Source: an optimization exercise on an open RTL-to-GDS flow (aim: small area and a short achievable clock period). Production flows keep margins and buffers that such runs may drop. Function was checked by simulation only, so behaviour that the tests miss may differ from the original. No activity file was given, so power comes from the tool's default toggle rates.

## csr_unit
module csr_unit (
    input  logic                      clk,
    input  logic                      rst,
    input  logic                      new_request,
    input  logic [12-1:0]    csr_addr,
    input  logic [1:0]                csr_op,
    input  logic [32-1:0]      rs1,
    input  logic                      read_regs,
    input  logic                      commit,
    input  logic                      exception_valid,
    input  logic [4-1:0]   exception_code,
    input  logic [32-1:0]      exception_pc,
    input  logic                      mret,
    input  logic                      instruction_complete,
    output logic                      csr_exception,
    output logic [32-1:0]      wb_csr,
    output logic [32-1:0]      trap_pc,
    output logic [32-1:0]      csr_mepc,
    output logic [1:0]                current_privilege
);
Size in the first run: roughly 190 I/O pins.
Settings: LEC_CHECK=0, CAP_MARGIN=20, CORE_MARGIN=2, CORE_UTILIZATION=40, CTS_BUF_LIST=sky130_fd_sc_hd__clkbuf_8, CTS_CLUSTER_DIAMETER=60, CTS_CLUSTER_SIZE=12, SETUP_SLACK_MARGIN=1.85, SLEW_MARGIN=20, SYNTH_HIERARCHICAL=1; clock period 4.2 ns.
standard.sh (not shown) runs the stock make flow with config.mk's settings and CLKGATE_MAP_FILE= SYNTH_SCRIPT=/design/flow/synth_recipe.tcl, a recipe that flattens the netlist after the stock synthesis.
==> flow/flow/run.sh <==
#!/bin/bash
# Standard layout (standard.sh) with these changes:
# - the port buffers are inserted as buf_1 (later repair sizes them up where needed);
# - before floorplan, every combinational cell off the csr_exception path is set to
#   the smallest drive strength of its function (downsize.tcl); the floorplan,
#   placement and CTS repair steps then size up what timing, slew and capacitance need;
# - after global placement, the input buffers feeding the csr_exception path are
#   set to buf_8 (portbuf.tcl).
# ORFS writes each step's full log under orfs/logs/; make's output goes to standard.log.
set -euo pipefail
here="$(cd "$(dirname "${BASH_SOURCE[0]}")" && pwd)"
export BUFFER_PORTS_ARGS="-buffer_cell sky130_fd_sc_hd__buf_1"
export PRE_FLOORPLAN_TCL="$here/downsize.tcl"
export POST_GLOBAL_PLACE_TCL="$here/portbuf.tcl"
bash standard.sh finish > standard.log 2>&1
==> flow/flow/downsize.tcl <==
# Before floorplan: set every combinational cell to the smallest drive
# strength of its function, except those on the combinational
# input-to-output path of csr_exception, which get drive strength 2. The
# floorplan, placement and CTS repair steps then size up what timing, slew
# and capacitance need.
source [file join [file dirname [info script]] cone.tcl]
set db [ord::get_db]
set block [ord::get_db_block]
set keep [dict create]
foreach inst [csr_cone_insts $block csr_exception] { dict set keep [$inst getName] 1 }
set n 0
set up 0
foreach inst [csr_cone_insts $block csr_exception] {
  set name [[$inst getMaster] getName]
  if { [regexp {^(sky130_fd_sc_hd__[a-z0-9]+)_([0-9]+)$} $name -> base drive] && $drive < 2 } {
    set cand [$db findMaster "${base}_2"]
    if { $cand != "NULL" && $cand != "" } {
      $inst swapMaster $cand
      incr up
    }
  }
}
puts "downsize: $up cells on the csr_exception path set to drive strength 2"
foreach inst [$block getInsts] {
  if { [dict exists $keep [$inst getName]] } { continue }
  set master [$inst getMaster]
  set name [$master getName]
  if { ![regexp {^(sky130_fd_sc_hd__[a-z0-9]+)_([0-9]+)$} $name -> base drive] } { continue }
  if { [regexp {__(df|edf|sdf|dl|sedf|conb|clk|tap|fill|decap|diode|lpflow|probe)} $base] } { continue }
  set best $master
  set best_area [expr { [$master getWidth] * [$master getHeight] }]
  foreach d {0 1 2} {
    set cand [$db findMaster "${base}_$d"]
    if { $cand == "NULL" || $cand == "" } { continue }
    set a [expr { [$cand getWidth] * [$cand getHeight] }]
    if { $a < $best_area } {
      set best $cand
      set best_area $a
    }
  }
  if { $best != $master } {
    $inst swapMaster $best
    incr n
  }
}
puts "downsize: $n cells set to a smaller drive strength, [dict size $keep] kept on the csr_exception path"
==> flow/flow/portbuf.tcl <==
# After global placement (the port buffers are in): the input port buffers
# that feed the combinational csr_exception path get a strong drive, since
# each address bit also feeds the rest of the decode.
source [file join [file dirname [info script]] cone.tcl]
set db [ord::get_db]
set block [ord::get_db_block]
set strong [$db findMaster sky130_fd_sc_hd__buf_8]
set n 0
foreach inst [csr_cone_insts $block csr_exception] {
  set m [[$inst getMaster] getName]
  if { ![regexp {^sky130_fd_sc_hd__(buf|clkbuf|clkdlybuf4s50|dlygate4sd[0-9]|dlymetal6s2s)_[0-9]+$} $m] } { continue }
  # a port buffer: its input is a top-level port
  set is_port 0
  foreach it [$inst getITerms] {
    if { [$it isInputSignal] && [$it getNet] != "NULL" && [llength [[$it getNet] getBTerms]] > 0 } { set is_port 1 }
  }
  if { $is_port } {
    $inst swapMaster $strong
    incr n
  }
}
puts "portbuf: $n input buffers on the csr_exception path set to buf_8"
# and the csr_exception output buffer to buf_4
set net [[$block findBTerm csr_exception] getNet]
foreach it [$net getITerms] {
  if { [$it isOutputSignal] } {
    [$it getInst] swapMaster [$db findMaster sky130_fd_sc_hd__buf_4]
    puts "portbuf: csr_exception output buffer set to buf_4"
  }
}
Other scripts of this flow, unchanged in this note and not shown: flow/flow/cone.tcl
The baseline finished clean.
Change:
--- a/flow/flow/downsize.tcl
+++ b/flow/flow/downsize.tcl
@@ -2,5 +2,4 @@
 # strength of its function, except those on the combinational
-# input-to-output path of csr_exception, which get drive strength 2. The
-# floorplan, placement and CTS repair steps then size up what timing, slew
-# and capacitance need.
+# input-to-output path of csr_exception. The floorplan, placement and CTS
+# repair steps then size up what timing, slew and capacitance need.
 source [file join [file dirname [info script]] cone.tcl]
@@ -11,14 +10,2 @@
 set n 0
-set up 0
-foreach inst [csr_cone_insts $block csr_exception] {
-  set name [[$inst getMaster] getName]
-  if { [regexp {^(sky130_fd_sc_hd__[a-z0-9]+)_([0-9]+)$} $name -> base drive] && $drive < 2 } {
-    set cand [$db findMaster "${base}_2"]
-    if { $cand != "NULL" && $cand != "" } {
-      $inst swapMaster $cand
-      incr up
-    }
-  }
-}
-puts "downsize: $up cells on the csr_exception path set to drive strength 2"
 foreach inst [$block getInsts] {
--- a/flow/flow/portbuf.tcl
+++ b/flow/flow/portbuf.tcl
@@ -22,9 +22 @@
 puts "portbuf: $n input buffers on the csr_exception path set to buf_8"
-# and the csr_exception output buffer to buf_4
-set net [[$block findBTerm csr_exception] getNet]
-foreach it [$net getITerms] {
-  if { [$it isOutputSignal] } {
-    [$it getInst] swapMaster [$db findMaster sky130_fd_sc_hd__buf_4]
-    puts "portbuf: csr_exception output buffer set to buf_4"
-  }
-}
- SETUP_SLACK_MARGIN: 1.85 -> 1.8
- TNS_END_PERCENT: not set -> 10
Outcome: The changed run passed the timing, DRC and antenna checks; sequential share of layout area rises by 0.30 points; maximum frequency barely changes; first-iteration DRC count goes down by 0.32%; total power goes down by 0.79%; sequential power is about the same; global-route usage decreases by 0.31 points.

re-timing with driven ports:
How much do the figures lean on ideal ports? The routed layouts below were timed once more, with nothing changed but the port constraints.
Step 1: set_driving_cell puts a clkbuf_16 on clk and a buf_2 on each other input, an assumption about the parent block.
Step 2 adds t to the input delays and takes it off the output delays; t is the mean of the earliest and latest rising clock arrival at the registers after step 1. Input paths then give back, and output paths get back, about the clock's delay inside the block.
a / b / c = ideal ports / drivers / drivers and shift; a / b = the first two.
| run | shift t [ns] | setup WS [ns] | slew at the worst register clock pin (ns) | worst slew at a driven data input, ns |
|---|---|---|---|---|
| the first run | 0.641 | 1.683 / 1.644 / 1.126 | 0.09 / 0.09 | 0.08 |
| the second run | 0.642 | 1.686 / 1.688 / 1.062 | 0.09 / 0.09 | 0.07 |
After both steps setup and hold are still met in every run listed. The setup slack of the second run, which loses most, moves by +0.002 ns with the drivers and by -0.624 ns with both steps.
